Context: an optimization exercise on an open-source flow, tuned for small area and a short achievable clock period. The choices shown serve that exercise and are no tape-out recipe. RTL that was checked went through simulation tests only; none was proved equivalent to the original. For runs 1 to 4, only the layout was checked, not whether the RTL still works. Power and IR drop assume default switching activity.

==> flow/design.v <==
package avst_fifo_pkg;
    typedef enum logic [1:0] {
        REG_DATA   = 2'd0,
        REG_LEVEL  = 2'd1,
        REG_THRESH = 2'd2,
        REG_CTRL   = 2'd3
    } reg_addr_e;
    localparam int STAT_EMPTY    = 0;
    localparam int STAT_FULL     = 1;
    localparam int STAT_IRQ_PEND = 2;
    localparam int STAT_IRQ_EN   = 3;
    localparam int STATUS_W      = 4;
    localparam int CTRL_FLUSH  = 0;
    localparam int CTRL_IRQ_EN = 1;
endpackage
module sc_fifo_core #(
    parameter int DATA_W = 32,
    parameter int DEPTH  = 64,
    parameter int LVL_W  = $clog2(DEPTH) + 1
) (
    input  logic              clock,
    input  logic              reset_n,
    input  logic              push_i,
    input  logic              pop_i,
    input  logic              flush_i,
    input  logic [DATA_W-1:0] wdata_i,
    output logic [DATA_W-1:0] head_o,
    output logic [LVL_W-1:0]  level_o,
    output logic              empty_o,
    output logic              full_o
);
    localparam int MW = DEPTH - 1;           
    localparam logic [5:0] PTR_INIT = 6'd1;
    logic [DATA_W-1:0] mem [MW];
    logic [DATA_W-1:0] head_q;
    logic [5:0]        wr_ptr_q, rd_ptr_q;
    logic [LVL_W-1:0]  level_q, level_d;
    logic              empty_q;              
    logic              one_q;                
    logic              more_q;               
    logic              mem_wr;
    logic              mem_rd;
    logic              head_ld;
    logic [DATA_W-1:0] mem_head;
    function automatic logic [5:0] lfsr_next(input logic [5:0] p);
        lfsr_next = {p[4:0], p[5] ^ p[4]};
    endfunction
    function automatic logic [5:0] lfsr_state(input int k);
        logic [5:0] p;
        p = PTR_INIT;
        for (int j = 0; j < k; j++) p = {p[4:0], p[5] ^ p[4]};
        lfsr_state = p;
    endfunction
    assign mem_wr  = push_i && !empty_q && !(one_q && pop_i);
    assign mem_rd  = pop_i && more_q;
    assign head_ld = pop_i || empty_q;
    always_comb begin
        level_d = level_q;
        if (flush_i) begin
            level_d = '0;
        end else begin
            case ({push_i, pop_i})
                2'b10:   level_d = level_q + LVL_W'(1);
                2'b01:   level_d = level_q - LVL_W'(1);
                default: level_d = level_q;
            endcase
        end
    end
    always_ff @(posedge clock or negedge reset_n) begin
        if (!reset_n) begin
            level_q  <= '0;
            empty_q  <= 1'b1;
            one_q    <= 1'b0;
            more_q   <= 1'b0;
            wr_ptr_q <= PTR_INIT;
            rd_ptr_q <= PTR_INIT;
        end else begin
            level_q  <= level_d;
            empty_q  <= (level_d == LVL_W'(0));
            one_q    <= (level_d == LVL_W'(1));
            more_q   <= (level_d >  LVL_W'(1));
            if (flush_i) begin
                wr_ptr_q <= PTR_INIT;
                rd_ptr_q <= PTR_INIT;
            end else begin
                if (mem_wr) wr_ptr_q <= lfsr_next(wr_ptr_q);
                if (mem_rd) rd_ptr_q <= lfsr_next(rd_ptr_q);
            end
        end
    end
    always_comb begin
        mem_head = '0;
        for (int k = 0; k < MW; k++) begin
            mem_head = mem_head | ({DATA_W{rd_ptr_q == lfsr_state(k)}} & mem[k]);
        end
    end
    genvar gk;
    generate
        for (gk = 0; gk < MW; gk++) begin : g_word
            always_ff @(posedge clock) begin
                if (mem_wr && wr_ptr_q == lfsr_state(gk)) begin
                    mem[gk] <= wdata_i;
                end
            end
        end
    endgenerate
    always_ff @(posedge clock) begin
        if (head_ld) begin
            head_q <= more_q ? mem_head : wdata_i;
        end
    end
    assign head_o  = head_q;
    assign level_o = level_q;
    assign empty_o = empty_q;
    assign full_o  = level_q[LVL_W-1];
endmodule
module avst_to_avmm_fifo #(
    parameter int DATA_W = 32,
    parameter int DEPTH  = 64,
    parameter int LVL_W  = $clog2(DEPTH) + 1
) (
    input  logic              clock,
    input  logic              reset_n,
    input  logic [DATA_W-1:0] sink_data,
    input  logic              sink_valid,
    output logic              sink_ready,
    input  logic [1:0]        mm_address,
    input  logic              mm_read,
    input  logic              mm_write,
    input  logic [31:0]       mm_writedata,
    output logic [DATA_W-1:0] mm_readdata,
    output logic              mm_waitrequest,
    output logic              irq
);
    logic [DATA_W-1:0] head_data;
    logic [LVL_W-1:0]  level;
    logic              empty;
    logic              full;
    logic [LVL_W-1:0]  thresh_q, thresh_d;
    logic              irq_en_q, irq_en_d;
    logic              irq_pend_q, irq_pend_d;
    logic              blocked_q;
    logic              rd_data;
    logic              wr_thresh;
    logic              wr_ctrl;
    logic              flush;
    logic              push;
    logic              pop;
    logic              full_d;
    always_comb begin
        rd_data        = mm_read && (mm_address == avst_fifo_pkg::REG_DATA);
        wr_thresh      = mm_write && (mm_address == avst_fifo_pkg::REG_THRESH);
        wr_ctrl        = mm_write && (mm_address == avst_fifo_pkg::REG_CTRL);
        flush          = wr_ctrl && mm_writedata[avst_fifo_pkg::CTRL_FLUSH];
        sink_ready     = !blocked_q && !flush;
        push           = sink_valid && sink_ready;
        pop            = rd_data && !empty;
        mm_waitrequest = rd_data && empty;
    end
    sc_fifo_core #(
        .DATA_W (DATA_W),
        .DEPTH  (DEPTH),
        .LVL_W  (LVL_W)
    ) u_core (
        .clock   (clock),
        .reset_n (reset_n),
        .push_i  (push),
        .pop_i   (pop),
        .flush_i (flush),
        .wdata_i (sink_data),
        .head_o  (head_data),
        .level_o (level),
        .empty_o (empty),
        .full_o  (full)
    );
    always_comb begin
        thresh_d   = wr_thresh ? mm_writedata[LVL_W-1:0] : thresh_q;
        irq_en_d   = wr_ctrl ? mm_writedata[avst_fifo_pkg::CTRL_IRQ_EN] : irq_en_q;
        irq_pend_d = irq_pend_q;
        if (wr_thresh || flush) begin
            irq_pend_d = 1'b0;
        end else if ((thresh_q != '0) && (level >= thresh_q)) begin
            irq_pend_d = 1'b1;
        end
        full_d = !flush && ((full && !pop) ||
                            (level == LVL_W'(DEPTH - 1) && sink_valid && !blocked_q && !pop));
    end
    always_ff @(posedge clock or negedge reset_n) begin
        if (!reset_n) begin
            thresh_q   <= '0;
            irq_en_q   <= 1'b0;
            irq_pend_q <= 1'b0;
            blocked_q  <= 1'b1;
        end else begin
            thresh_q   <= thresh_d;
            irq_en_q   <= irq_en_d;
            irq_pend_q <= irq_pend_d;
            blocked_q  <= full_d;
        end
    end
    assign irq = irq_en_q && irq_pend_q;
    always_comb begin
        mm_readdata = '0;
        case (mm_address)
            avst_fifo_pkg::REG_DATA:   mm_readdata = head_data;
            avst_fifo_pkg::REG_LEVEL:  mm_readdata[LVL_W-1:0] = level;
            avst_fifo_pkg::REG_THRESH: mm_readdata[LVL_W-1:0] = thresh_q;
            default: begin
                mm_readdata[avst_fifo_pkg::STAT_EMPTY]    = empty;
                mm_readdata[avst_fifo_pkg::STAT_FULL]     = full;
                mm_readdata[avst_fifo_pkg::STAT_IRQ_PEND] = irq_pend_q;
                mm_readdata[avst_fifo_pkg::STAT_IRQ_EN]   = irq_en_q;
            end
        endcase
    end
endmodule
==> flow/run.sh <==
#!/bin/bash
# synth_recipe.tcl (not shown) runs the flow's synth.tcl, then flattens the netlist and writes it again
# the make line also repeats each setting of config.mk as NAME=value (left out here)
make -C /OpenROAD-flow-scripts/flow DESIGN_CONFIG=/design/flow/config.mk WORK_HOME=/design/flow/orfs CLKGATE_MAP_FILE= SYNTH_SCRIPT=/design/flow/synth_recipe.tcl finish
==> flow/config.mk <==
export PLATFORM = sky130hd
export DESIGN_NAME = avst_to_avmm_fifo
export DESIGN_NICKNAME = avst_to_avmm_fifo
export VERILOG_FILES = /design/flow/design.v
export SDC_FILE = /design/flow/constraint.sdc
export NUM_CORES = 4
export LEC_CHECK = 0
export CAP_MARGIN = 20
export CORE_MARGIN = 2
export CORE_UTILIZATION = 40
export PLACE_DENSITY = 0.6
export SLEW_MARGIN = 20
==> flow/constraint.sdc <==
create_clock -name core_clock -period 5.5 [get_ports {clock}]
set_input_delay 1.1000 -clock core_clock [delete_from_list [all_inputs] [get_ports {clock}]]
set_output_delay 1.1000 -clock core_clock [all_outputs]
set_load 0.01 [all_outputs]
==> impl_metrics.yaml, run 1 <==
worst_setup_path:
  criticalPathCategory: "flip-flop to flip-flop"
  worstPathRequired_ps: 6020
  critPathMaxStageDelay_ps: 1050
  cp-endpoint: "u_core.head_q[0]"
  crit_start: "u_core.rd_ptr_q[4]"
  crit_buf_inv: 2
  start_kind: "flip-flop"
  cp_num_cells: 9
  reg2reg_to: "u_core.head_q[0]"
  path_delay_family: "simple AND/OR/NAND/NOR gates"
  worstPathCellList: "inv_1 > ha_1 > nand2_1 > nor2_4 > a2111oi_0 > buf_4 > nand3_1 > or4_1 > o32a_1"
  r2r_slack_ps: 810
  cp_max_fo: 15
  slowest_stage: "a2111oi_0"
  r2r_cells: 9
  arrival_ps: 5210
  r2r_start: "u_core.rd_ptr_q[4]"
  worstSetupEndpointType: "flip-flop"
route:
  ant_nets: 0
  wirelength_mm: 333.0
  wl_per_cell_microns: 45.72
  vias: 51813
  via_per_inst: 7.114
  drt_iter0_drc: 11808
  firstDrtPassIters: 6
  drc_errors: 0
worst_hold_path:
  hp-class: "flip-flop to flip-flop"
clock_tree:
  cts_buffers: 205
  post_cts_buffers: 0
  cts.sink_count: 2080
  cts_htree_levels: 4
  cts_resized: 0
  clockBufferDepth: 3
  ctsHoldBuffers: 0
  cts.clk_slew.worst_paths_ps: 60
  ctsRootBufferMaster: "clkbuf_16"
  clk_latency_ps: 880
  tritoncts: "yes"
yosys:
  ys.flop_type: "edfxtp_1"
  synth_cell_types: 67
  yosysSeqAreaShare_pct: 81.20
  async_reset_ff_share_pct: 1.538
  synthCells: 4218
  netlist_area_sq_um: 76730
  syn_avg_cell_area_sq_um: 18.19
  ys_warn_count: 3
  synth-seq-cells: 2080
  synth_edf_count: 2048
power_and_ir_drop:
  peakVddDrop_mv: 0.3912
  power_density_nw_per_um2: 413.3
  leakage_nw: 29.05
placement:
  dpl.hpwl_mm: 188.6
  portBuffers: 80
  place_congestion: 0.9178
  placed_area_sq_um: 83290
grt:
  grt_max_degree: 65
  overflow: 0
  grt_pass1_wl_mm: 432.9
  grt_use_total_pct: 33.24
  antenna_found_initial: 39
  grt_pass1_vias: 46291
cells_and_area:
  nFillCells: 15705
  postLayoutCellArea_sq_um: 90040
  syn_to_final_growth_pct: 17.34
  nets: 4660
  drive_above_1_share_pct: 16.55
sta:
  max_freq_mhz: 213.2
  tightest_slew_ps: 1307
  relSlewSlack_pct: 12.69
  drv_slew: 0
  setup_viol: 0
  fin_crit_ps: 4691
  setup_tns_ps: 0
  min_period_over_period_pct: 85.29
  rsz0062_at_grt: "false"
  hold_violations: 0
  finClkSkew_ps: 52.25
floorplan:
  fp.coreArea_sq_um: 190400
  die_w_microns: 442.0
  ioPinCount: 106
  rows: 160
  initial_core_util_pct: 40.30
  dieHeight_microns: 442.0
  die-area_sq_um: 195300
job:
  maxCapViolations: 0
run_status:
  status: "complete, no violations"
## worst min path at each step
stage	depth (start not counted)	startpoint	slack (ps)	to
2_1_floorplan	1	irq_en_q	490	irq_en_q
3_3_place_gp	2	u_core.wr_ptr_q[4]	530	u_core.wr_ptr_q[5]
3_5_place_dp	1	irq_en_q	550	irq_en_q
4_1_cts	1	irq_en_q	560	irq_en_q
5_1_grt	2	u_core.wr_ptr_q[4]	570	u_core.wr_ptr_q[5]
6_report	1	irq_en_q	560	irq_en_q
## worst register-to-register path: cells and delay by family (launching register included)
kind,cells,cell delay [ps]
adder cells (fa/ha/maj),1,400
flip-flops,1,440
buffers and inverters,2,340
AND/OR/NAND/NOR,4,1670
AO/OA/AOI/OAI,2,1530
## placed cells by master (no fill, tap or decap), types with 48 or more instances in the layout
| master | n |
|---|---|
| a22oi_1 | 407 |
| buf_4 | 261 |
| buf_12 | 48 |
| clkbuf_1 | 48 |
| nor2_4 | 127 |
| a221oi_1 | 215 |
| and3_1 | 202 |
| nand4_1 | 102 |
| a22o_1 | 200 |
| a2111oi_0 | 64 |
| clkbuf_16 | 210 |
| nand3_1 | 134 |
| clkinv_1 | 52 |
| nand2_1 | 77 |
| clkdlybuf4s50_1 | 48 |
| edfxtp_1 | 2048 |
## sequential cells by signal, summed over array words and instances, names as in the netlist
| name | cells |
|---|---|
| u_core.wr_ptr_q | 6 |
| blocked_q | 1 |
| irq_en_q | 1 |
| u_core.one_q | 1 |
| u_core.level_q | 7 |
| irq_pend_q | 1 |
| u_core.mem | 2016 |
| u_core.more_q | 1 |
| thresh_q | 7 |
| u_core.head_q | 32 |
| u_core.rd_ptr_q | 6 |
| u_core.empty_q | 1 |
## logic make-up after synthesis
logic type / after synthesis / synth area share [%]
fa+ha+maj: 22 / 0.3685
simple gates: 813 / 5.841
compound gates: 1020 / 10.73
buf+inv: 261 / 1.507
flops: 2080 / 81.20
xor+xnor: 5 / 0.05707
mux: 17 / 0.2984
## power by group
group          total, mW  switching, mW  internal, mW
clock network       13.9           6.13          7.74
logic               5.04           3.73          1.30
registers           18.3          0.336          18.0
total               37.2           10.2          27.0
## synthesized netlist by cell type (28+ instances only)
master / number / area (sq um)
nor2_1: 146 / 548.0
edfxtp_1: 2048 / 61500
and2_1: 31 / 193.9
a221oi_1: 215 / 1883
a22o_1: 200 / 1752
a21oi_1: 33 / 165.2
nand3_1: 134 / 670.6
and3_1: 202 / 1264
nand4_1: 102 / 638.1
a22oi_1: 407 / 3055
a2111oi_0: 64 / 560.5
dfrtp_1: 28 / 700.7
buf_2: 77 / 385.4
nand2_1: 77 / 289.0
clkbuf_1: 136 / 510.5
## per-stage QoR
stage / setup slack (ps) / power (mW) / utilization, % / hold slack, ps / instances
global placement: 746.7 / 23.38 / 43.73 / 527.9 / 6865
floorplan: 1324 / 20.48 / - / 488.8 / 4218
finish: 809.0 / 37.21 / 47.29 / 557.8 / 7283
detailed placement: 713.2 / 23.39 / 43.75 / 548.6 / 6866
CTS: 1025 / 36.91 / 47.16 / 559.9 / 7242
global route: 955.4 / 37.81 / 47.26 / 573.0 / 7257
## layout make-up
class / instances / area (sq um) / area share, %
flip-flops and latches: 2080 / 62310 / 69.21
multi-input cells: 1877 / 14270 / 15.85
clock buffers: 258 / 5435 / 6.037
repair buffers: 385 / 3654 / 4.058
well taps: 2511 / 3142 / 3.489
clock inverters: 118 / 1067 / 1.185
diodes: 36 / 90.09 / 0.1001
inverters: 18 / 67.56 / 0.07504
## per-layer routing
layer  track usage (%)  wire, microns  vias to the layer above
met5            0.1465            106                        -
met2             48.07         141600                     5749
met3             12.04          56590                     1298
met1             42.59         109700                    26177
li1                  -              -                    18573
met4             20.56          24950                       16
==> inputs of run 2 (changes only) <==
--- a/flow/config.mk
+++ b/flow/config.mk
@@ -6,7 +6,9 @@
 export NUM_CORES = 4
 export LEC_CHECK = 0
+export ABC_CLOCK_PERIOD_IN_PS = 3000
 export CAP_MARGIN = 20
 export CORE_MARGIN = 2
 export CORE_UTILIZATION = 40
 export PLACE_DENSITY = 0.6
+export SETUP_SLACK_MARGIN = 2.5
 export SLEW_MARGIN = 20
==> impl_metrics.yaml, run 2 <==
worst_setup_path:
  arrival_ps: 4000
  crit_buf_inv: 4
  worstSetupEndpointType: "flip-flop"
  crit_start: "u_core.rd_ptr_q[0]"
  cp_max_fo: 6
  slowest_stage: "dfstp_4"
  critPathMaxStageDelay_ps: 750
  criticalPathCategory: "flip-flop to flip-flop"
  r2r_start: "u_core.rd_ptr_q[0]"
  path_delay_family: "simple AND/OR/NAND/NOR gates"
  worstPathRequired_ps: 6090
  start_kind: "flip-flop"
  worstPathCellList: "buf_6 > buf_12 > or3b_4 > buf_12 > buf_6 > o22ai_1 > a221oi_2 > nand4_1 > or4_4 > o32a_1"
clock_tree:
  clockBufferDepth: 3
  cts.sink_count: 2080
  ctsRootBufferMaster: "clkbuf_16"
  cts_buffers: 199
  clk_latency_ps: 890
  cts_htree_levels: 4
  tritoncts: "yes"
  cts.clk_slew.worst_paths_ps: 60
  ctsHoldBuffers: 0
yosys:
  synth_simple_gate_area_share_pct: 5.841
  post-synth-top-area-cell: "edfxtp_1"
  synth_top_area_share_pct: 80.15
  synthMuxAreaShare_pct: 0.2984
  synth_edf_count: 2048
  synth_top_cells_by_area: "edfxtp_1 80%, a22oi_1 4.0%, a221oi_1 2.5%"
  ys_warn_count: 3
  yosysSeqAreaShare_pct: 81.20
  ys.flop_type: "edfxtp_1"
  yosys.area_share.adder_pct: 0.3685
  synth_cell_types: 67
  netlist_top_cells_count: "2,048 x edfxtp_1, 407 x a22oi_1, 215 x a221oi_1, 202 x and3_1, 200 x a22o_1"
  synth_compound_area_share_pct: 10.73
  synth_top_family_by_area: "compound AO/OA/AOI/OAI gates"
  synth-seq-cells: 2080
  synthCells: 4218
  syn_avg_cell_area_sq_um: 18.19
  async_reset_ff_share_pct: 1.538
  synth_xor_area_share_pct: 0.05707
  netlist_area_sq_um: 76730
  yosysMostFrequentCell: "edfxtp_1"
route:
  firstDrtPassIters: 10
  vias: 55211
  via_per_inst: 7.178
  wirelength_mm: 355.8
  drc_errors: 0
  wl_per_cell_microns: 46.25
  ant_nets: 0
  drt_iter0_drc: 12459
grt:
  grt_use_total_pct: 35.02
  overflow: 0
  antenna_found_initial: 36
  grt_pass1_wl_mm: 456.3
  grt_max_degree: 65
  grt_pass1_vias: 49058
sta:
  fin_crit_ps: 3413
  whs_ps: 534.1
  hold_violations: 0
  min_period_over_period_pct: 62.05
  rsz0062_at_grt: "true"
  drv_slew: 0
  relSlewSlack_pct: 23.50
  finClkSkew_ps: 74.12
  setup_viol: 0
  tightest_slew_ps: 1148
  finalWorstSetupSlack_ps: 2087
  setup_tns_ps: 0
  max_freq_mhz: 293.0
placement:
  dpl.hpwl_mm: 179.4
  dp_slack_ps: 639.5
  placedCellCount: 6823
  place_congestion: 0.8915
  portBuffers: 80
floorplan:
  rows: 160
  die_w_microns: 442.0
  initial_core_util_pct: 40.30
  die-area_sq_um: 195300
  dieHeight_microns: 442.0
  fp.coreArea_sq_um: 190400
  ioPinCount: 106
power_and_ir_drop:
  power_density_nw_per_um2: 397.2
  leakage_nw: 32.87
  peakVddDrop_mv: 0.3952
cells_and_area:
  nets: 5074
  fin_util_pct: 51.86
  largest_reg_flops: 2016
  most-common-layout-cells: "2,048 x edfxtp_1, 384 x buf_4, 334 x a22oi_1, 204 x buf_12, 201 x clkbuf_16"
  finalNonFillerCells: 7692
  drive_above_1_share_pct: 30.41
  top_register: "u_core.mem"
  layout_commonest_cell: "edfxtp_1"
  syn_to_final_growth_pct: 28.67
  top_regs: "u_core.mem x2016, u_core.head_q x32"
worst_hold_path:
  hp-class: "flip-flop to flip-flop"
  min-delay-start: "irq_en_q"
run_status:
  status: "complete, no violations"
job:
  maxCapViolations: 0
## run 2: layout make-up
type,count,area (sq um)
Antenna cell,35,87.58
Clock buffer,253,5204
Clock inverter,113,1209
Fill cell,14708,91660
Inverter,18,71.32
Multi-Input combinational cell,1882,17010
Sequential cell,2080,62330
Tap cell,2511,3142
Timing Repair Buffer,800,9674
## run 2: final timing paths
check	endpoint	slack, ps	cells past startpoint
max	u_core.head_q[17]	2090	10
min	irq_en_q	530	1
max reg2reg	u_core.head_q[17]	2090	10
min reg2reg	irq_en_q	530	1
max in group asynchronous	u_core.rd_ptr_q[1]	4450	2
min in group asynchronous	u_core.level_q[1]	670	2
## run 2: what timing repair did
item | CTS | global route
pin swaps | 173 | 131
resized for setup | 727 | 260
setup endpoints to repair | 2090 | 665
setup buffers | 352 | 92
endpoints found under the hold margin | 0 | 0
cloned | 22 | 0
## run 2: kinds of logic (layout without fill, tap and decap cells)
| group | count (synthesis) | in the layout |
|---|---|---|
| fa+ha+maj | 22 | 22 |
| other cells | 0 | 35 |
| flops | 2080 | 2080 |
| compound gates | 1020 | 1020 |
| simple gates | 813 | 818 |
| mux | 17 | 17 |
| buf+inv | 261 | 1184 |
| xor+xnor | 5 | 5 |
## run 2: layer usage
metal | routed length (microns) | up-vias | global-route usage (%)
li1 | - | 19399 | -
met1 | 112400 | 27411 | 43.40
met2 | 146300 | 6644 | 49.18
met3 | 65660 | 1745 | 15.21
met4 | 31170 | 12 | 24.12
met5 | 179 | - | 0.8547
## run 2: stage by stage
step / total power, mW / cell area, sq um
after global routing: 39.63 / 98670
after detailed placement: 23.27 / 83530
after CTS: 38.14 / 96440
after global placement: 23.25 / 83320
final: 39.21 / 98720
after floorplan: 20.65 / 77400
## run 2: power by group
group,internal (mW),switching (mW),total (mW)
clock network,7.61,6.18,13.8
logic,2.60,4.49,7.09
registers,18.0,0.343,18.3
total,28.2,11.0,39.2
==> inputs of run 3 (changes only) <==
--- a/flow/design.v
+++ b/flow/design.v
@@ -30,9 +30,11 @@
     output logic              full_o
 );
-    localparam int MW = DEPTH - 1;           
-    localparam logic [5:0] PTR_INIT = 6'd1;
+    localparam int LO = 9;
+    localparam int HI = 7;
+    localparam int MW = LO * HI;             
     logic [DATA_W-1:0] mem [MW];
     logic [DATA_W-1:0] head_q;
-    logic [5:0]        wr_ptr_q, rd_ptr_q;
+    logic [LO-1:0]     wr_lo_q, rd_lo_q;
+    logic [HI-1:0]     wr_hi_q, rd_hi_q;
     logic [LVL_W-1:0]  level_q, level_d;
     logic              empty_q;              
@@ -43,13 +45,4 @@
     logic              head_ld;
     logic [DATA_W-1:0] mem_head;
-    function automatic logic [5:0] lfsr_next(input logic [5:0] p);
-        lfsr_next = {p[4:0], p[5] ^ p[4]};
-    endfunction
-    function automatic logic [5:0] lfsr_state(input int k);
-        logic [5:0] p;
-        p = PTR_INIT;
-        for (int j = 0; j < k; j++) p = {p[4:0], p[5] ^ p[4]};
-        lfsr_state = p;
-    endfunction
     assign mem_wr  = push_i && !empty_q && !(one_q && pop_i);
     assign mem_rd  = pop_i && more_q;
@@ -69,21 +62,31 @@
     always_ff @(posedge clock or negedge reset_n) begin
         if (!reset_n) begin
-            level_q  <= '0;
-            empty_q  <= 1'b1;
-            one_q    <= 1'b0;
-            more_q   <= 1'b0;
-            wr_ptr_q <= PTR_INIT;
-            rd_ptr_q <= PTR_INIT;
+            level_q <= '0;
+            empty_q <= 1'b1;
+            one_q   <= 1'b0;
+            more_q  <= 1'b0;
+            wr_lo_q <= LO'(1);
+            wr_hi_q <= HI'(1);
+            rd_lo_q <= LO'(1);
+            rd_hi_q <= HI'(1);
         end else begin
-            level_q  <= level_d;
-            empty_q  <= (level_d == LVL_W'(0));
-            one_q    <= (level_d == LVL_W'(1));
-            more_q   <= (level_d >  LVL_W'(1));
+            level_q <= level_d;
+            empty_q <= (level_d == LVL_W'(0));
+            one_q   <= (level_d == LVL_W'(1));
+            more_q  <= (level_d >  LVL_W'(1));
             if (flush_i) begin
-                wr_ptr_q <= PTR_INIT;
-                rd_ptr_q <= PTR_INIT;
+                wr_lo_q <= LO'(1);
+                wr_hi_q <= HI'(1);
+                rd_lo_q <= LO'(1);
+                rd_hi_q <= HI'(1);
             end else begin
-                if (mem_wr) wr_ptr_q <= lfsr_next(wr_ptr_q);
-                if (mem_rd) rd_ptr_q <= lfsr_next(rd_ptr_q);
+                if (mem_wr) begin
+                    wr_lo_q <= {wr_lo_q[LO-2:0], wr_lo_q[LO-1]};
+                    if (wr_lo_q[LO-1]) wr_hi_q <= {wr_hi_q[HI-2:0], wr_hi_q[HI-1]};
+                end
+                if (mem_rd) begin
+                    rd_lo_q <= {rd_lo_q[LO-2:0], rd_lo_q[LO-1]};
+                    if (rd_lo_q[LO-1]) rd_hi_q <= {rd_hi_q[HI-2:0], rd_hi_q[HI-1]};
+                end
             end
         end
@@ -91,14 +94,18 @@
     always_comb begin
         mem_head = '0;
-        for (int k = 0; k < MW; k++) begin
-            mem_head = mem_head | ({DATA_W{rd_ptr_q == lfsr_state(k)}} & mem[k]);
-        end
-    end
-    genvar gk;
+        for (int h = 0; h < HI; h++) begin
+            for (int l = 0; l < LO; l++) begin
+                mem_head = mem_head | ({DATA_W{rd_hi_q[h] & rd_lo_q[l]}} & mem[h*LO+l]);
+            end
+        end
+    end
+    genvar gh, gl;
     generate
-        for (gk = 0; gk < MW; gk++) begin : g_word
-            always_ff @(posedge clock) begin
-                if (mem_wr && wr_ptr_q == lfsr_state(gk)) begin
-                    mem[gk] <= wdata_i;
+        for (gh = 0; gh < HI; gh++) begin : g_hi
+            for (gl = 0; gl < LO; gl++) begin : g_lo
+                always_ff @(posedge clock) begin
+                    if (mem_wr && wr_hi_q[gh] && wr_lo_q[gl]) begin
+                        mem[gh*LO+gl] <= wdata_i;
+                    end
                 end
             end
--- a/flow/config.mk
+++ b/flow/config.mk
@@ -6,9 +6,8 @@
 export NUM_CORES = 4
 export LEC_CHECK = 0
-export ABC_CLOCK_PERIOD_IN_PS = 3000
 export CAP_MARGIN = 20
 export CORE_MARGIN = 2
-export CORE_UTILIZATION = 40
-export PLACE_DENSITY = 0.6
-export SETUP_SLACK_MARGIN = 2.5
+export CORE_UTILIZATION = 55
+export PLACE_DENSITY = 0.65
+export SETUP_SLACK_MARGIN = 2.2
 export SLEW_MARGIN = 20
==> impl_metrics.yaml, run 3 <==
yosys:
  synth-seq-cells: 2100
  synth_edf_count: 2048
  post-synth-top-area-cell: "edfxtp_1"
  netlist_top_cells_count: "2,048 x edfxtp_1, 579 x a22oi_1, 163 x clkbuf_1, 156 x a21oi_1, 132 x a22o_1"
  synth_cell_types: 68
  synth_top_area_share_pct: 78.96
  yosysSeqAreaShare_pct: 80.64
  async_reset_ff_share_pct: 2.476
  syn_avg_cell_area_sq_um: 17.89
  ys.flop_type: "edfxtp_1"
  synthCells: 4353
  netlist_area_sq_um: 77880
  synth_top_cells_by_area: "edfxtp_1 79%, a22oi_1 5.6%, a22o_1 1.5%"
  yosysMostFrequentCell: "edfxtp_1"
  ys_warn_count: 3
grt:
  grt_pass1_vias: 47213
  grt_use_total_pct: 41.09
  overflow: 0
  grt_max_degree: 75
  grt_pass1_wl_mm: 401.6
  antenna_found_initial: 30
sta:
  finClkSkew_ps: 29.51
  rsz0062_at_grt: "true"
  setup_viol: 0
  whs_ps: 398.2
  hold_violations: 0
  finalWorstSetupSlack_ps: 1919
  relSlewSlack_pct: 17.95
  max_freq_mhz: 279.3
  tightest_slew_ps: 1229
  drv_slew: 0
  setup_tns_ps: 0
  min_period_over_period_pct: 65.11
  fin_crit_ps: 3581
worst_setup_path:
  worstPathRequired_ps: 6010
  r2r_slack_ps: 1920
  critPathMaxStageDelay_ps: 1100
  start_kind: "flip-flop"
  criticalPathCategory: "flip-flop to flip-flop"
  arrival_ps: 4090
  slowest_stage: "dfstp_4"
  cp_max_fo: 38
  worstPathCellList: "clkinv_2 > o22a_1 > nand4_1 > nor4b_2 > a31oi_1"
  r2r_start: "u_core.rd_lo_q[0]"
  reg2reg_to: "u_core.head_q[24]"
  worstSetupEndpointType: "flip-flop"
  r2r_cells: 5
floorplan:
  die_w_microns: 380.3
  dieHeight_microns: 380.3
  fp.coreArea_sq_um: 141100
  die-area_sq_um: 144600
  rows: 138
  ioPinCount: 106
  initial_core_util_pct: 55.21
placement:
  place_congestion: 0.9319
  placedCellCount: 6252
  portBuffers: 80
  placed_area_sq_um: 82370
  dpl.hpwl_mm: 166.4
  dp_slack_ps: 707.8
route:
  wirelength_mm: 301.4
  wl_per_cell_microns: 45.18
  drt_iter0_drc: 11972
  vias: 51456
  via_per_inst: 7.713
  ant_nets: 0
  firstDrtPassIters: 9
  drc_errors: 0
cells_and_area:
  largest_reg_flops: 2016
  top_regs: "u_core.mem x2016, u_core.head_q x32"
  nets: 4686
  finalNonFillerCells: 6671
  drive_above_1_share_pct: 16.18
  layout_commonest_cell: "edfxtp_1"
  syn_to_final_growth_pct: 14.84
  fin_util_pct: 63.40
  nFillCells: 9943
  postLayoutCellArea_sq_um: 89440
  most-common-layout-cells: "2,048 x edfxtp_1, 579 x a22oi_1, 208 x clkbuf_16, 196 x buf_4, 156 x a21oi_1"
  top_register: "u_core.mem"
clock_tree:
  clk_latency_ps: 850
  cts.clk_slew.worst_paths_ps: 60
  cts_htree_levels: 4
  ctsRootBufferMaster: "clkbuf_16"
  cts_buffers: 202
  cts.sink_count: 2100
  clockBufferDepth: 3
  ctsHoldBuffers: 0
  tritoncts: "yes"
power_and_ir_drop:
  peakVddDrop_mv: 0.3165
  finalPower_mw: 37.05
  leakage_nw: 28.05
  power_density_nw_per_um2: 414.3
run_status:
  status: "complete, no violations"
worst_hold_path:
  hp-class: "primary input to async pin"
job:
  maxCapViolations: 0
run 3: cell count changes in the layout (fill, tap and decap cells not counted), moves of 85 or more:
cell and delta:
buf_12 -129, nand3_1 -85, a222oi_1 +111, nor2_4 -125, a22oi_1 +245, buf_6 -109
and3_1 -178, a21oi_1 +127, buf_4 -188, a221oi_1 -102
run 3: critical path: cells and delay by family (launching register included):
family | cells | cell delay, ps
and+or+nand+nor | 2 | 210
buffers and inverters | 1 | 650
DFF | 1 | 1100
AOI/OAI and AO/OA | 2 | 1200
run 3: worst max path at each step:
stage,start,end,slack (ps),cells past startpoint
after floorplan,mm_address[0],u_core.empty_q,2080,13
after global placement,mm_address[0],u_core.empty_q,720,12
after detailed placement,mm_address[1],mm_readdata[24],710,5
after CTS,mm_address[0],mm_readdata[21],2110,9
after global routing,u_core.rd_hi_q[3],u_core.head_q[30],2090,7
final,u_core.rd_lo_q[0],u_core.head_q[24],1920,5
run 3: cell families (layout without fill, tap and decap cells):
group	after synthesis	after routing	share of synthesized area (%)
flops	2100	2100	80.64
compound gates	1383	1383	13.59
simple gates	478	478	3.208
buf+inv	343	756	1.804
mux	30	30	0.4611
fa+ha+maj	14	14	0.2346
xor+xnor	5	5	0.05624
other cells	0	15	0
run 3: final cells by class:
class / instances / area (sq um) / area share (%)
Sequential cell: 2100 / 62880 / 70.30
Multi-Input combinational cell: 1910 / 13980 / 15.63
Clock buffer: 265 / 5449 / 6.092
Timing Repair Buffer: 363 / 3765 / 4.209
Tap cell: 1890 / 2365 / 2.644
Clock inverter: 104 / 857.1 / 0.9582
Inverter: 24 / 110.1 / 0.1231
Antenna cell: 15 / 37.54 / 0.04197
run 3: where the power goes:
part | switching (mW) | internal [mW] | total, mW | leakage (nW)
sequential | 0.642 | 18.2 | 18.8 | 19.1
clock | 5.98 | 7.55 | 13.5 | 3.09
combinational | 3.29 | 1.40 | 4.69 | 5.90
total | 9.92 | 27.1 | 37.1 | 28.0
run 3: repair_timing:
item | 4_1_cts | 5_1_grt
setup buffers | 22 | 10
gates cloned | 2 | 0
resized for setup | 136 | 41
endpoints found under the setup margin | 1819 | 34
endpoints found under the hold margin | 0 | 0
pin swaps | 2 | 2
run 3: layer usage:
metal | track usage (%) | vias up | wire length, microns
met5 | 0.2976 | - | 236
met4 | 22.94 | 30 | 19630
met3 | 15.41 | 1079 | 54360
met2 | 58.17 | 5609 | 128300
met1 | 55.05 | 25819 | 98810
li1 | - | 18919 | -
==> inputs of run 4 (changes only) <==
--- a/flow/design.v
+++ b/flow/design.v
@@ -37,4 +37,6 @@
     logic [LO-1:0]     wr_lo_q, rd_lo_q;
     logic [HI-1:0]     wr_hi_q, rd_hi_q;
+    logic [HI-1:0]     wr_row_q;             
+    logic [HI-1:0]     wr_hi_d;
     logic [LVL_W-1:0]  level_q, level_d;
     logic              empty_q;              
@@ -48,4 +50,7 @@
     assign mem_rd  = pop_i && more_q;
     assign head_ld = pop_i || empty_q;
+    logic [LVL_W-1:0] level_up, level_dn;
+    assign level_up = level_q + LVL_W'(1);
+    assign level_dn = level_q - LVL_W'(1);
     always_comb begin
         level_d = level_q;
@@ -54,7 +59,37 @@
         end else begin
             case ({push_i, pop_i})
-                2'b10:   level_d = level_q + LVL_W'(1);
-                2'b01:   level_d = level_q - LVL_W'(1);
+                2'b10:   level_d = level_up;
+                2'b01:   level_d = level_dn;
                 default: level_d = level_q;
+            endcase
+        end
+    end
+    logic empty_d, one_d, more_d;
+    logic two_now;
+    logic full_d;
+    assign full_d = !flush_i && !pop_i &&
+                    (level_q[LVL_W-1] || (push_i && level_q == LVL_W'(DEPTH - 1)));
+    assign two_now = (level_q == LVL_W'(2));
+    always_comb begin
+        empty_d = 1'b1;
+        one_d   = 1'b0;
+        more_d  = 1'b0;
+        if (!flush_i) begin
+            case ({push_i, pop_i})
+                2'b10: begin
+                    empty_d = 1'b0;
+                    one_d   = empty_q;
+                    more_d  = !empty_q;
+                end
+                2'b01: begin
+                    empty_d = one_q;
+                    one_d   = two_now;
+                    more_d  = more_q && !two_now;
+                end
+                default: begin
+                    empty_d = empty_q;
+                    one_d   = one_q;
+                    more_d  = more_q;
+                end
             endcase
         end
@@ -68,14 +103,16 @@
             wr_lo_q <= LO'(1);
             wr_hi_q <= HI'(1);
+            wr_row_q <= HI'(1);
             rd_lo_q <= LO'(1);
             rd_hi_q <= HI'(1);
         end else begin
+            wr_hi_q  <= wr_hi_d;
+            wr_row_q <= full_d ? '0 : wr_hi_d;
             level_q <= level_d;
-            empty_q <= (level_d == LVL_W'(0));
-            one_q   <= (level_d == LVL_W'(1));
-            more_q  <= (level_d >  LVL_W'(1));
+            empty_q <= empty_d;
+            one_q   <= one_d;
+            more_q  <= more_d;
             if (flush_i) begin
                 wr_lo_q <= LO'(1);
-                wr_hi_q <= HI'(1);
                 rd_lo_q <= LO'(1);
                 rd_hi_q <= HI'(1);
@@ -83,5 +120,4 @@
                 if (mem_wr) begin
                     wr_lo_q <= {wr_lo_q[LO-2:0], wr_lo_q[LO-1]};
-                    if (wr_lo_q[LO-1]) wr_hi_q <= {wr_hi_q[HI-2:0], wr_hi_q[HI-1]};
                 end
                 if (mem_rd) begin
@@ -90,4 +126,12 @@
                 end
             end
+        end
+    end
+    always_comb begin
+        wr_hi_d = wr_hi_q;
+        if (flush_i) begin
+            wr_hi_d = HI'(1);
+        end else if (mem_wr && wr_lo_q[LO-1]) begin
+            wr_hi_d = {wr_hi_q[HI-2:0], wr_hi_q[HI-1]};
         end
     end
@@ -105,5 +149,5 @@
             for (gl = 0; gl < LO; gl++) begin : g_lo
                 always_ff @(posedge clock) begin
-                    if (mem_wr && wr_hi_q[gh] && wr_lo_q[gl]) begin
+                    if (wr_row_q[gh] && wr_lo_q[gl]) begin
                         mem[gh*LO+gl] <= wdata_i;
                     end
==> flow/flow/run.sh (new file) <==
#!/bin/bash
# The standard layout, with every port placed in one row on the bottom edge
# (flow/io.tcl), the Avalon-MM ports next to each other in the middle, and the
# port buffers made from plain buffers instead of delay cells.
set -euo pipefail
bash standard.sh IO_CONSTRAINTS="$PWD/flow/io.tcl" \
  BUFFER_PORTS_ARGS="-buffer_cell sky130_fd_sc_hd__buf_4" > standard.log 2>&1
==> flow/flow/io.tcl (new file) <==
# Place every port on the bottom edge, in one row, the Avalon-MM and control
# ports in the middle next to each other.
set block [ord::get_db_block]
set die [$block getDieArea]
set dbu [$block getDbUnitsPerMicron]
set x0 [expr {double([$die xMin]) / $dbu}]
set x1 [expr {double([$die xMax]) / $dbu}]
set order {}
for {set i 31} {$i >= 7} {incr i -1} { lappend order "mm_writedata\[$i\]" }
for {set i 0} {$i < 32} {incr i} { lappend order "sink_data\[$i\]" }
lappend order clock reset_n sink_valid sink_ready mm_read {mm_address[0]} {mm_address[1]} mm_write
for {set i 0} {$i < 7} {incr i} { lappend order "mm_writedata\[$i\]" }
lappend order mm_waitrequest irq
for {set i 0} {$i < 32} {incr i} { lappend order "mm_readdata\[$i\]" }
set pitch 1.38
set n [llength $order]
set start [expr {($x0 + $x1) / 2.0 - $pitch * ($n - 1) / 2.0}]
set start [expr {0.23 + 0.46 * round(($start - 0.23) / 0.46)}]
set i 0
foreach p $order {
  place_pin -pin_name $p -layer met2 -location [list [expr {$start + $i * $pitch}] 0] -force_to_die_boundary
  incr i
}
==> flow/standard.sh (new file) <==
#!/bin/bash
# synth_recipe.tcl (not shown) runs the flow's synth.tcl, then flattens the netlist and writes it again
# the make line also repeats each setting of config.mk as NAME=value (left out here)
make -C /OpenROAD-flow-scripts/flow DESIGN_CONFIG=/design/flow/config.mk WORK_HOME=/design/flow/orfs CLKGATE_MAP_FILE= SYNTH_SCRIPT=/design/flow/synth_recipe.tcl "${@:-finish}"
--- a/flow/config.mk
+++ b/flow/config.mk
@@ -10,4 +10,4 @@
 export CORE_UTILIZATION = 55
 export PLACE_DENSITY = 0.65
-export SETUP_SLACK_MARGIN = 2.2
+export SETUP_SLACK_MARGIN = 2.6
 export SLEW_MARGIN = 20
removed: flow/run.sh
==> impl_metrics.yaml, run 4 <==
floorplan:
  die-area_sq_um: 144700
  rows: 138
  initial_core_util_pct: 55.24
  die_w_microns: 380.4
  fp.coreArea_sq_um: 141100
  ioPinCount: 0
  dieHeight_microns: 380.4
cells_and_area:
  fin_util_pct: 62.78
  nets: 4682
  layout_commonest_cell: "edfxtp_1"
  syn_to_final_growth_pct: 13.66
  regArea_sq_um: 63060
  multi_input_area_sq_um: 13920
  top_register: "u_core.mem"
  largest_reg_flops: 2016
  drive_above_1_share_pct: 15.71
  nFillCells: 9878
  finalNonFillerCells: 6668
  top_regs: "u_core.mem x2016, u_core.head_q x32"
  most-common-layout-cells: "2,048 x edfxtp_1, 593 x a22oi_1, 247 x buf_4, 206 x clkbuf_16, 166 x a21oi_1"
worst_setup_path:
  worstPathCellList: "and2_1 > buf_4"
  r2r_start: "u_core.rd_lo_q[7]"
  slowest_stage: "edfxtp_1"
  start_kind: "flip-flop"
  critPathMaxStageDelay_ps: 860
  reg2reg_to: "u_core.head_q[3]"
  criticalPathCategory: "flip-flop to primary output"
  r2r_cells: 6
  crit_start: "u_core.head_q[12]"
  worstSetupEndpointType: "primary output"
  cp_max_fo: 1
  cp-endpoint: "mm_readdata[12]"
  r2r_slack_ps: 2450
  arrival_ps: 2030
  worstPathRequired_ps: 4400
yosys:
  synthMuxAreaShare_pct: 0.3838
  netlist_area_sq_um: 77920
  async_reset_ff_share_pct: 2.800
  synth_top_family_by_area: "compound AO/OA/AOI/OAI gates"
  synthCells: 4402
  synth_cell_types: 70
  ys.flop_type: "edfxtp_1"
  yosysSeqAreaShare_pct: 80.83
  ys_warn_count: 3
  synth_top_cells_by_area: "edfxtp_1 79%, a22oi_1 5.7%, a222oi_1 1.7%"
  synth_edf_count: 2048
  netlist_top_cells_count: "2,048 x edfxtp_1, 594 x a22oi_1, 169 x a21oi_1, 164 x clkbuf_1, 132 x o22ai_1"
  synth_top_area_share_pct: 78.92
  syn_avg_cell_area_sq_um: 17.70
  synth_xor_area_share_pct: 0.05620
  synth_compound_area_share_pct: 13.05
  post-synth-top-area-cell: "edfxtp_1"
  synth-seq-cells: 2107
  synth_simple_gate_area_share_pct: 3.640
  yosysMostFrequentCell: "edfxtp_1"
  yosys.area_share.adder_pct: 0.2184
route:
  ant_nets: 0
  firstDrtPassIters: 9
  wirelength_mm: 309.1
  via_per_inst: 7.789
  vias: 51936
  drt_iter0_drc: 12510
  drc_errors: 0
  wl_per_cell_microns: 46.36
grt:
  grt_pass1_wl_mm: 410.2
  grt_max_degree: 92
  grt_use_total_pct: 42.08
  antenna_found_initial: 40
  grt_pass1_vias: 47353
  overflow: 0
sta:
  finClkSkew_ps: 33.16
  setup_viol: 0
  rsz0062_at_grt: "true"
  whs_ps: 354.9
  min_period_over_period_pct: 56.93
  max_freq_mhz: 319.4
  fin_crit_ps: 3131
  tightest_slew_ps: 1269
  relSlewSlack_pct: 15.39
  setup_tns_ps: 0
  finalWorstSetupSlack_ps: 2369
  hold_violations: 0
  drv_slew: 0
power_and_ir_drop:
  peakVddDrop_mv: 0.4269
  power_density_nw_per_um2: 489.6
  leakage_nw: 27.43
placement:
  placedCellCount: 6211
  portBuffers: 80
  dp_slack_ps: 1788
  dpl.hpwl_mm: 153.8
  place_congestion: 0.8978
clock_tree:
  cts_htree_levels: 4
  clk_latency_ps: 850
  cts_buffers: 199
  cts.sink_count: 2107
  clockBufferDepth: 3
  cts.clk_slew.worst_paths_ps: 60
  tritoncts: "yes"
  ctsRootBufferMaster: "clkbuf_16"
job:
  maxCapViolations: 0
run_status:
  status: "complete, no violations"
worst_hold_path:
  hp-class: "primary input to async pin"
==> run 4: cell types whose count changed after synthesis, sizes merged, moves of 30 or more <==
cell	before	now
a22o	132	55
and3	69	8
nand3	34	82
and2	71	118
o22ai	96	132
a221oi	76	46
==> run 4: worst min path at each step <==
stage	start	end	cells after the start
4_1_cts	reset_n	u_core.rd_hi_q[1]	1
2_1_floorplan	u_core.wr_hi_q[6]	u_core.wr_hi_q[0]	2
6_report	reset_n	u_core.one_q	1
3_3_place_gp	u_core.wr_hi_q[6]	u_core.wr_hi_q[0]	2
3_5_place_dp	irq_en_q	irq_en_q	1
5_1_grt	reset_n	u_core.one_q	1
==> run 4: layout make-up <==
type | count | share of cell area, %
clock buffer | 269 | 6.075
timing repair buffer | 316 | 3.457
sequential | 2107 | 71.20
tap | 1890 | 2.670
antenna | 24 | 0.06781
multi-input combinational | 1948 | 15.72
inverter | 26 | 0.1526
clock inverter | 88 | 0.6611
==> run 4: per-stage QoR <==
| stage | power (mW) | instance area (sq um) |
|---|---|---|
| global route | 43.74 | 88560 |
| CTS | 42.27 | 88110 |
| floorplan | 23.87 | 77980 |
| detailed placement | 28.85 | 81080 |
| global placement | 28.77 | 81080 |
| finish | 43.37 | 88570 |
==> run 4: worst max-delay path: cells and delay by family (launching register included) <==
kind | cells | cell delay, ps
flip-flops | 1 | 860
AND/OR/NAND/NOR | 1 | 230
buffers and inverters | 1 | 120
==> run 4: metal layers <==
layer / track usage (%) / wire [microns] / vias to the layer above
met5: 0 / 169 / -
met4: 28.42 / 24690 / 24
met3: 14.26 / 54230 / 1174
met2: 58.83 / 130300 / 5889
met1: 56.06 / 99670 / 25916
li1: - / - / 18933
==> run 4: cells by family (layout without fill, tap and decap cells) <==
logic type                 Yosys count  count (layout)
AOI/OAI and AO/OA                 1361            1361
xor gates and xnor gates             5               5
adders and majority gates           13              13
buffers and inverters              348             699
DFF                               2107            2107
muxes                               24              24
other                                0              24
and+or+nand+nor                    544             545
==> run 4: power by group <==
part | internal [mW] | switching [mW]
clock network | 7.05 | 5.91
logic | 3.08 | 7.93
registers | 18.6 | 0.793
==> run 4: repair_timing <==
item,4_1_cts,5_1_grt
gates resized for setup,96,35
gates cloned,2,1
pin swaps,6,11
endpoints found under the setup margin,65,47
hold buffers,0,0
setup buffers,46,27
==> inputs of run 5 (changes only) <==
--- a/flow/design.v
+++ b/flow/design.v
@@ -34,5 +34,5 @@
     localparam int MW = LO * HI;             
     logic [DATA_W-1:0] mem [MW];
-    logic [DATA_W-1:0] head_q;
+    logic [DATA_W-1:0] head_n_q;             
     logic [LO-1:0]     wr_lo_q, rd_lo_q;
     logic [HI-1:0]     wr_hi_q, rd_hi_q;
@@ -158,8 +158,8 @@
     always_ff @(posedge clock) begin
         if (head_ld) begin
-            head_q <= more_q ? mem_head : wdata_i;
-        end
-    end
-    assign head_o  = head_q;
+            head_n_q <= ~(more_q ? mem_head : wdata_i);
+        end
+    end
+    assign head_o  = ~head_n_q;
     assign level_o = level_q;
     assign empty_o = empty_q;
--- a/flow/config.mk
+++ b/flow/config.mk
@@ -9,4 +9,6 @@
 export CORE_MARGIN = 2
 export CORE_UTILIZATION = 55
+export CTS_CLUSTER_DIAMETER = 80
+export CTS_CLUSTER_SIZE = 30
 export PLACE_DENSITY = 0.65
 export SETUP_SLACK_MARGIN = 2.6
==> impl_metrics.yaml, run 5 <==
sta:
  rsz0062_at_grt: "true"
  setup_tns_ps: 0
  max_freq_mhz: 332.5
  relSlewSlack_pct: 13.66
  finClkSkew_ps: 49.26
  drv_slew: 0
  tightest_slew_ps: 1295
  hold_violations: 0
  whs_ps: 395.3
  setup_viol: 0
  fin_crit_ps: 3008
  min_period_over_period_pct: 54.68
worst_setup_path:
  slowest_stage: "edfxtp_1"
  worstSetupEndpointType: "primary output"
  criticalPathCategory: "flip-flop to primary output"
  worstPathRequired_ps: 4400
  path_delay_family: "flip-flops"
  crit_buf_inv: 1
  cp_max_fo: 1
  critPathMaxStageDelay_ps: 560
  start_kind: "flip-flop"
  arrival_ps: 1910
  worstPathCellList: "nor2_2 > a21oi_2 > o21ai_1 > buf_4"
floorplan:
  ioPinCount: 0
  dieHeight_microns: 380.7
  die_w_microns: 380.7
  fp.coreArea_sq_um: 141200
  initial_core_util_pct: 55.25
  rows: 138
  die-area_sq_um: 144900
cells_and_area:
  layout_commonest_cell: "edfxtp_1"
  most-common-layout-cells: "2,048 x edfxtp_1, 623 x a22oi_1, 265 x buf_4, 167 x a21oi_1, 119 x a22o_1"
  nets: 4614
  regArea_sq_um: 63050
  multi_input_area_sq_um: 14240
  drive_above_1_share_pct: 15.03
  nFillCells: 10290
  largest_reg_flops: 2016
  syn_to_final_growth_pct: 10.33
  top_register: "u_core.mem"
  finalNonFillerCells: 6496
  top_regs: "u_core.mem x2016, u_core.head_n_q x32"
grt:
  overflow: 0
  grt_pass1_vias: 45865
  grt_use_total_pct: 41.96
  grt_pass1_wl_mm: 408.7
  grt_max_degree: 72
  antenna_found_initial: 28
route:
  vias: 51262
  drc_errors: 0
  firstDrtPassIters: 9
  drt_iter0_drc: 12937
  ant_nets: 0
  wirelength_mm: 309.7
  wl_per_cell_microns: 47.67
  via_per_inst: 7.891
placement:
  portBuffers: 80
  place_congestion: 0.9129
  dpl.hpwl_mm: 160.0
  placedCellCount: 6236
yosys:
  syn_avg_cell_area_sq_um: 17.69
  synthCells: 4412
  yosysMostFrequentCell: "edfxtp_1"
  post-synth-top-area-cell: "edfxtp_1"
  netlist_area_sq_um: 78030
  synth_edf_count: 2048
  ys.flop_type: "edfxtp_1"
  async_reset_ff_share_pct: 2.800
  synth_cell_types: 71
  ys_warn_count: 3
  netlist_top_cells_count: "2,048 x edfxtp_1, 623 x a22oi_1, 169 x a21oi_1, 160 x clkbuf_1, 124 x o22ai_1"
  synth_top_area_share_pct: 78.81
  yosysSeqAreaShare_pct: 80.72
  synth-seq-cells: 2107
  synth_top_cells_by_area: "edfxtp_1 79%, a22oi_1 6.0%, dfrtp_1 1.7%"
clock_tree:
  cts_htree_levels: 3
  cts.clk_slew.worst_paths_ps: 110
  tritoncts: "yes"
  clk_latency_ps: 770
  clockBufferDepth: 3
  ctsHoldBuffers: 0
  cts.sink_count: 2107
  cts_buffers: 88
  ctsRootBufferMaster: "clkbuf_16"
power_and_ir_drop:
  pwr-share-comb_pct: 29.2
  power_density_nw_per_um2: 456.4
  power_switching_mw: 14.00
  p_clk_share_pct: 21.6
  peakVddDrop_mv: 0.2849
  pwr-share-seq_pct: 49.2
  switching_share_pct: 35.63
  p_int_mw: 25.29
  leakage_nw: 26.39
worst_hold_path:
  hp-class: "primary input to async pin"
job:
  maxCapViolations: 0
run_status:
  status: "complete, no violations"
## run 5: routing by layer
metal	wire length [microns]	share of wire (%)	global-route usage, %	vias up
met4	23830	7.7	26.99	6
met3	53570	17	12.62	1095
met2	131800	43	59.52	5717
met5	65	0.021	0.06614	-
met1	100400	32	56.84	25792
li1	-	-	-	18652
## run 5: worst paths after layout
kind	startpoint	end	slack, ps	cells past startpoint
max in group asynchronous	reset_n	u_core.rd_hi_q[1]	4420	1
min in group core_clock	irq_en_q	irq_en_q	560	1
worst min register to register	irq_en_q	irq_en_q	560	1
worst min-delay path	reset_n	irq_en_q	400	1
worst max register to register	u_core.rd_hi_q[0]	u_core.head_n_q[28]	2530	6
worst max-delay path	u_core.head_n_q[6]	mm_readdata[6]	2490	4
## run 5: worst register-to-register path, cell delays in order, from the launching register on
cell      delay, ps
dfstp_4        1020
and2_1          560
buf_4           360
a22oi_1         140
nand4_1         260
nand4b_1        200
o32ai_2         140
## run 5: cell type report
class	instances	area share [%]
Sequential cell	2107	73.24
Clock buffer	99	2.680
Clock inverter	38	0.5770
Timing Repair Buffer	346	3.940
Multi-Input combinational cell	1955	16.55
Tap cell	1890	2.747
Antenna cell	29	0.08429
Inverter	32	0.1846
## run 5: logic make-up (layout without fill, tap and decap cells)
| family | after synthesis | count (layout) | share of synthesized area (%) |
|---|---|---|---|
| adder cells (fa/ha/maj) | 13 | 13 | 0.2181 |
| multiplexers | 23 | 23 | 0.3704 |
| AND/OR/NAND/NOR | 494 | 497 | 3.202 |
| AO/OA/AOI/OAI | 1416 | 1416 | 13.60 |
| other | 0 | 29 | 0 |
| XOR/XNOR | 6 | 6 | 0.06734 |
| buffers and inverters | 353 | 515 | 1.822 |
| flip-flops | 2107 | 2107 | 80.72 |
## run 5: stage by stage
stage / util, % / cell area [sq um] / setup slack, ps / power, mW
2_1_floorplan: - / 78210 / 2560 / 24.05
6_report: 60.95 / 86090 / 2492 / 39.30
5_1_grt: 60.93 / 86060 / 2490 / 39.54
4_1_cts: 60.63 / 85630 / 2506 / 38.27
3_5_place_dp: 57.67 / 81460 / 1906 / 29.32
3_3_place_gp: 57.67 / 81460 / 1924 / 29.22
## run 5: power by group through the flow
stage	clock, mW	sequential, mW	combinational [mW]
4_1_cts	8.36	19.3	10.6
3_5_place_dp	0	20.0	9.33
2_1_floorplan	0	19.1	4.94
6_report	8.48	19.3	11.5
3_3_place_gp	0	20.0	9.25
5_1_grt	8.88	19.3	11.3
## run 5: timing repair
action	in CTS	in global routing
setup endpoints to repair	65	45
hold endpoints to repair	0	0
cloned	7	0
pin swaps	8	10
gates resized for setup	135	41
setup buffers	68	18
==> inputs of run 6 (changes only) <==
--- a/flow/design.v
+++ b/flow/design.v
@@ -25,5 +25,5 @@
     input  logic              flush_i,
     input  logic [DATA_W-1:0] wdata_i,
-    output logic [DATA_W-1:0] head_o,
+    output logic [DATA_W-1:0] head_x_o,      
     output logic [LVL_W-1:0]  level_o,
     output logic              empty_o,
@@ -34,5 +34,6 @@
     localparam int MW = LO * HI;             
     logic [DATA_W-1:0] mem [MW];
-    logic [DATA_W-1:0] head_n_q;             
+    localparam logic [DATA_W-1:0] HEAD_MASK = {{(DATA_W-LVL_W){1'b1}}, {LVL_W{1'b0}}};
+    logic [DATA_W-1:0] head_x_q;
     logic [LO-1:0]     wr_lo_q, rd_lo_q;
     logic [HI-1:0]     wr_hi_q, rd_hi_q;
@@ -46,11 +47,10 @@
     logic              mem_rd;
     logic              head_ld;
-    logic [DATA_W-1:0] mem_head;
+    logic [DATA_W-1:0] head_d;
     assign mem_wr  = push_i && !empty_q && !(one_q && pop_i);
     assign mem_rd  = pop_i && more_q;
     assign head_ld = pop_i || empty_q;
     logic [LVL_W-1:0] level_up, level_dn;
-    assign level_up = level_q + LVL_W'(1);
-    assign level_dn = level_q - LVL_W'(1);
+    avst_lvl_step #(.W(LVL_W)) u_step (.level(level_q), .up(level_up), .dn(level_dn));
     always_comb begin
         level_d = level_q;
@@ -136,12 +136,38 @@
         end
     end
+    logic [MW-1:0] rd_sel;
     always_comb begin
-        mem_head = '0;
         for (int h = 0; h < HI; h++) begin
             for (int l = 0; l < LO; l++) begin
-                mem_head = mem_head | ({DATA_W{rd_hi_q[h] & rd_lo_q[l]}} & mem[h*LO+l]);
+                rd_sel[h*LO+l] = rd_hi_q[h] & rd_lo_q[l];
             end
         end
     end
+    localparam int NG = MW / 3;              
+    localparam int NU = NG / 3;              
+    genvar gb, gg;
+    generate
+        for (gb = 0; gb < DATA_W; gb++) begin : g_rdb
+            logic [NG-1:0] t_n;              
+            logic [NU-1:0] u;                
+            logic [3:0]    v_n;              
+            for (gg = 0; gg < NG; gg++) begin : g_t
+                avst_aoi222 u_t (
+                    .a1(rd_sel[3*gg]),   .b1(mem[3*gg][gb]),
+                    .a2(rd_sel[3*gg+1]), .b2(mem[3*gg+1][gb]),
+                    .a3(rd_sel[3*gg+2]), .b3(mem[3*gg+2][gb]),
+                    .y(t_n[gg]));
+            end
+            for (gg = 0; gg < NU; gg++) begin : g_u
+                avst_nand3 u_u (.a(t_n[3*gg]), .b(t_n[3*gg+1]), .c(t_n[3*gg+2]), .y(u[gg]));
+            end
+            avst_nor2 u_v0 (.a(u[0]), .b(u[1]), .y(v_n[0]));
+            avst_nor2 u_v1 (.a(u[2]), .b(u[3]), .y(v_n[1]));
+            avst_nor2 u_v2 (.a(u[4]), .b(u[5]), .y(v_n[2]));
+            avst_inv  u_v3 (.a(u[6]), .y(v_n[3]));
+            avst_head_d #(.INV(HEAD_MASK[gb])) u_hd (
+                .v_n(v_n), .w(wdata_i[gb]), .more(more_q), .y(head_d[gb]));
+        end
+    endgenerate
     genvar gh, gl;
     generate
@@ -158,12 +184,56 @@
     always_ff @(posedge clock) begin
         if (head_ld) begin
-            head_n_q <= ~(more_q ? mem_head : wdata_i);
+            head_x_q <= head_d;
         end
     end
-    assign head_o  = ~head_n_q;
+    assign head_x_o = head_x_q;
     assign level_o = level_q;
     assign empty_o = empty_q;
     assign full_o  = level_q[LVL_W-1];
 endmodule
+module avst_lvl_step #(
+    parameter int W = 7
+) (
+    input  logic [W-1:0] level,
+    output logic [W-1:0] up,
+    output logic [W-1:0] dn
+);
+    assign up = level + W'(1);
+    assign dn = level - W'(1);
+endmodule
+module avst_aoi222 (
+    input  logic a1, b1, a2, b2, a3, b3,
+    output logic y
+);
+    assign y = ~((a1 & b1) | (a2 & b2) | (a3 & b3));
+endmodule
+module avst_nand3 (
+    input  logic a, b, c,
+    output logic y
+);
+    assign y = ~(a & b & c);
+endmodule
+module avst_nor2 (
+    input  logic a, b,
+    output logic y
+);
+    assign y = ~(a | b);
+endmodule
+module avst_head_d #(
+    parameter bit INV = 1'b0
+) (
+    input  logic [3:0] v_n,
+    input  logic       w,
+    input  logic       more,
+    output logic       y
+);
+    assign y = (more ? ~&v_n : w) ^ INV;
+endmodule
+module avst_inv (
+    input  logic a,
+    output logic y
+);
+    assign y = ~a;
+endmodule
 module avst_to_avmm_fifo #(
     parameter int DATA_W = 32,
@@ -184,5 +254,5 @@
     output logic              irq
 );
-    logic [DATA_W-1:0] head_data;
+    logic [DATA_W-1:0] head_x;       
     logic [LVL_W-1:0]  level;
     logic              empty;
@@ -204,9 +274,11 @@
         wr_ctrl        = mm_write && (mm_address == avst_fifo_pkg::REG_CTRL);
         flush          = wr_ctrl && mm_writedata[avst_fifo_pkg::CTRL_FLUSH];
-        sink_ready     = !blocked_q && !flush;
-        push           = sink_valid && sink_ready;
+        push           = sink_valid && !blocked_q && !flush;
         pop            = rd_data && !empty;
-        mm_waitrequest = rd_data && empty;
     end
+    avst_ready u_ready (.blocked(blocked_q), .wr(mm_write), .a0(mm_address[0]),
+                        .a1(mm_address[1]), .d0(mm_writedata[0]), .y(sink_ready));
+    avst_wait  u_wait  (.rd(mm_read), .a0(mm_address[0]), .a1(mm_address[1]),
+                        .empty(empty), .y(mm_waitrequest));
     sc_fifo_core #(
         .DATA_W (DATA_W),
@@ -220,5 +292,5 @@
         .flush_i (flush),
         .wdata_i (sink_data),
-        .head_o  (head_data),
+        .head_x_o(head_x),
         .level_o (level),
         .empty_o (empty),
@@ -251,17 +323,58 @@
     end
     assign irq = irq_en_q && irq_pend_q;
-    always_comb begin
-        mm_readdata = '0;
-        case (mm_address)
-            avst_fifo_pkg::REG_DATA:   mm_readdata = head_data;
-            avst_fifo_pkg::REG_LEVEL:  mm_readdata[LVL_W-1:0] = level;
-            avst_fifo_pkg::REG_THRESH: mm_readdata[LVL_W-1:0] = thresh_q;
-            default: begin
-                mm_readdata[avst_fifo_pkg::STAT_EMPTY]    = empty;
-                mm_readdata[avst_fifo_pkg::STAT_FULL]     = full;
-                mm_readdata[avst_fifo_pkg::STAT_IRQ_PEND] = irq_pend_q;
-                mm_readdata[avst_fifo_pkg::STAT_IRQ_EN]   = irq_en_q;
+    logic [LVL_W-1:0]  lvl_bits;
+    logic [LVL_W-1:0]  thr_bits;
+    logic [LVL_W-1:0]  sts_bits;
+    assign lvl_bits = level;
+    assign thr_bits = thresh_q;
+    assign sts_bits = LVL_W'({irq_en_q, irq_pend_q, full, empty});
+    genvar gb;
+    generate
+        for (gb = 0; gb < DATA_W; gb++) begin : g_rd
+            if (gb < LVL_W) begin : g_reg
+                logic x0, x1;
+                avst_mux2i u_m0 (.s(mm_address[0]), .a(head_x[gb]), .b(lvl_bits[gb]), .y(x0));
+                avst_mux2i u_m1 (.s(mm_address[0]), .a(thr_bits[gb]), .b(sts_bits[gb]), .y(x1));
+                avst_mux2i u_m2 (.s(mm_address[1]), .a(x0), .b(x1), .y(mm_readdata[gb]));
+            end else begin : g_data
+                avst_nor3 u_n (.a(mm_address[0]), .b(mm_address[1]), .c(head_x[gb]),
+                               .y(mm_readdata[gb]));
             end
-        endcase
-    end
+        end
+    endgenerate
+endmodule
+module avst_mux2i (
+    input  logic s,
+    input  logic a,
+    input  logic b,
+    output logic y
+);
+    assign y = ~(s ? b : a);
+endmodule
+module avst_nor3 (
+    input  logic a,
+    input  logic b,
+    input  logic c,
+    output logic y
+);
+    assign y = ~(a | b | c);
+endmodule
+module avst_ready (
+    input  logic blocked,
+    input  logic wr,
+    input  logic a0,
+    input  logic a1,
+    input  logic d0,
+    output logic y
+);
+    assign y = ~(blocked | (wr & a0 & a1 & d0));
+endmodule
+module avst_wait (
+    input  logic rd,
+    input  logic a0,
+    input  logic a1,
+    input  logic empty,
+    output logic y
+);
+    assign y = rd & ~a0 & ~a1 & empty;
 endmodule
--- a/flow/config.mk
+++ b/flow/config.mk
@@ -12,4 +12,6 @@
 export CTS_CLUSTER_SIZE = 30
 export PLACE_DENSITY = 0.65
-export SETUP_SLACK_MARGIN = 2.6
+export SETUP_SLACK_MARGIN = 2.7
 export SLEW_MARGIN = 20
+export SYNTH_HIERARCHICAL = 1
+export SYNTH_MINIMUM_KEEP_SIZE = 0
==> impl_metrics.yaml, run 6 <==
run_status:
  status: "complete, no violations"
power_and_ir_drop:
  pwr-share-seq_pct: 62.0
  p_int_mw: 22.60
  switching_share_pct: 25.45
  power_density_nw_per_um2: 370.1
  leakage_nw: 25.59
  peakVddDrop_mv: 0.2768
  power_switching_mw: 7.715
  pwr-share-comb_pct: 10.3
worst_setup_path:
  r2r_slack_ps: 2600
  slowest_stage: "dfstp_2"
  criticalPathCategory: "flip-flop to primary output"
  worstPathRequired_ps: 4400
  worstSetupEndpointType: "primary output"
  critPathMaxStageDelay_ps: 590
  crit_buf_inv: 1
  cp_max_fo: 3
floorplan:
  dieHeight_microns: 372.8
  fp.coreArea_sq_um: 135300
  rows: 135
  die-area_sq_um: 139000
  initial_core_util_pct: 55.30
  die_w_microns: 372.8
grt:
  grt_pass1_wl_mm: 276.5
  antenna_found_initial: 18
  grt_max_degree: 65
sta:
  tightest_slew_ps: 1084
  finClkSkew_ps: 62.00
  setup_viol: 0
  finalWorstSetupSlack_ps: 2541
  setup_tns_ps: 0
  min_period_over_period_pct: 53.80
  rsz0062_at_grt: "true"
  relSlewSlack_pct: 27.76
clock_tree:
  clockBufferDepth: 3
  ctsRootBufferMaster: "clkbuf_16"
  cts.clk_slew.worst_paths_ps: 110
  clk_latency_ps: 770
  cts_htree_levels: 3
  cts.sink_count: 2107
  tritoncts: "yes"
  cts_buffers: 90
yosys:
  synth_cell_types: 59
  netlist_top_cells_count: "2,048 x edfxtp_1, 672 x a222oi_1, 242 x nand3_1, 128 x and2_1, 108 x nor2_1"
  synth-seq-cells: 2107
  synth_top_cells_by_area: "edfxtp_1 82%, a222oi_1 9.0%, dfrtp_1 1.7%"
  ys_warn_count: 10
  netlist_area_sq_um: 74820
  synthCells: 3640
  yosysSeqAreaShare_pct: 84.18
  post-synth-top-area-cell: "edfxtp_1"
  syn_avg_cell_area_sq_um: 20.56
  async_reset_ff_share_pct: 2.800
  synth_top_area_share_pct: 82.19
  synth_edf_count: 2048
  yosysMostFrequentCell: "edfxtp_1"
route:
  ant_nets: 0
  vias: 40648
  via_per_inst: 7.110
  firstDrtPassIters: 7
  drc_errors: 0
  drt_iter0_drc: 8295
cells_and_area:
  top_regs: "u_core.mem x2016, u_core.head_x_q x32"
  syn_to_final_growth_pct: 9.497
  largest_reg_flops: 2016
  most-common-layout-cells: "2,048 x edfxtp_1, 672 x a222oi_1, 230 x nand3_1, 145 x buf_4, 90 x clkbuf_16"
  nets: 3957
  drive_above_1_share_pct: 13.71
placement:
  portBuffers: 80
  dp_slack_ps: 1829
  dpl.hpwl_mm: 105.4
## run 6: metrics by stage
| stage | hold WS, ps | utilization, % | instance area (sq um) | cells | total power [mW] |
|---|---|---|---|---|---|
| 3_3_place_gp | 508.3 | 57.75 | 78130 | 5546 | 21.98 |
| 4_1_cts | 389.1 | 60.36 | 81660 | 5708 | 30.27 |
| 6_report | 400.3 | 60.55 | 81930 | 5717 | 30.32 |
| 5_1_grt | 430.7 | 60.55 | 81920 | 5716 | 31.04 |
| 3_5_place_dp | 521.0 | 57.75 | 78130 | 5546 | 22.02 |
| 2_1_floorplan | 493.9 | - | 74840 | 3642 | 20.21 |
## run 6: power groups by stage
stage / sequential [mW] / combinational, mW / clock, mW
4_1_cts: 18.8 / 3.05 / 8.44
3_5_place_dp: 19.2 / 2.83 / 0
6_report: 18.8 / 3.13 / 8.38
3_3_place_gp: 19.2 / 2.80 / 0
5_1_grt: 18.8 / 3.26 / 8.96
2_1_floorplan: 18.9 / 1.28 / 0
## run 6: layout make-up
type,instances,area (sq um)
multi-input combinational,1460,12090
clock inverter,50,653.1
tap,1781,2228
antenna,5,12.51
sequential,2107,63010
fill,9544,53370
clock buffer,96,2295
timing repair buffer,170,1465
inverter,48,180.2
## run 6: final timing paths
path,start,endpoint,depth (start not counted)
worst min register to register,irq_en_q,irq_en_q,1
min in group core_clock,irq_en_q,irq_en_q,1
worst max register to register,u_core.rd_lo_q[6],u_core.head_x_q[30],7
max in group asynchronous,reset_n,u_core.rd_lo_q[2],1
worst max-delay path,u_core.empty_q,mm_readdata[0],3
worst min-delay path,reset_n,thresh_q[2],1
## run 6: cells by family after synthesis
logic type	share of synthesized area, %
mux	0.7893
compound gates	9.716
flops	84.18
simple gates	4.580
buf+inv	0.4415
other cells	0.005012
xor+xnor	0.1388
fa+ha+maj	0.1505
## run 6: what timing repair did
| action | 4_1_cts | 5_1_grt |
|---|---|---|
| endpoints found under the setup margin | 71 | 40 |
| buffers inserted | 12 | 4 |
| gates cloned | 4 | 0 |
| resized for setup | 119 | 55 |
| pin swaps | 23 | 26 |
## run 6: per-module statistics from Yosys, one instance, submodules excluded, excerpt
| module | cell area (sq um) | copies in the design |
|---|---|---|
| avst_aoi222 | 10.01 | 672 |
| avst_inv | 3.754 | 32 |
| avst_mux2i | 10.01 | 21 |
| avst_nand3 | 5.005 | 224 |
| avst_nor2 | 3.754 | 96 |
| avst_nor3 | 10.01 | 25 |
| avst_ready | 16.27 | 1 |
| avst_to_avmm_fifo | 648.1 | 1 |
| avst_wait | 12.51 | 1 |
## run 6: routing by layer
metal | global-route usage, % | vias up | part of all wire, %
met5 | 0 | - | 0.014
met4 | 10.90 | 6 | 4.3
met1 | 40.05 | 21118 | 38
met2 | 43.83 | 2446 | 47
met3 | 4.244 | 294 | 11
li1 | - | 16784 | -

Check on run 6: ideal ports give 2.541 ns setup slack; a clkbuf_16 on the clock port and buf_2 on the inputs give 2.403 ns; moving port delays by the midpoint clock arrival (0.804 ns) as well gives 1.973 ns.
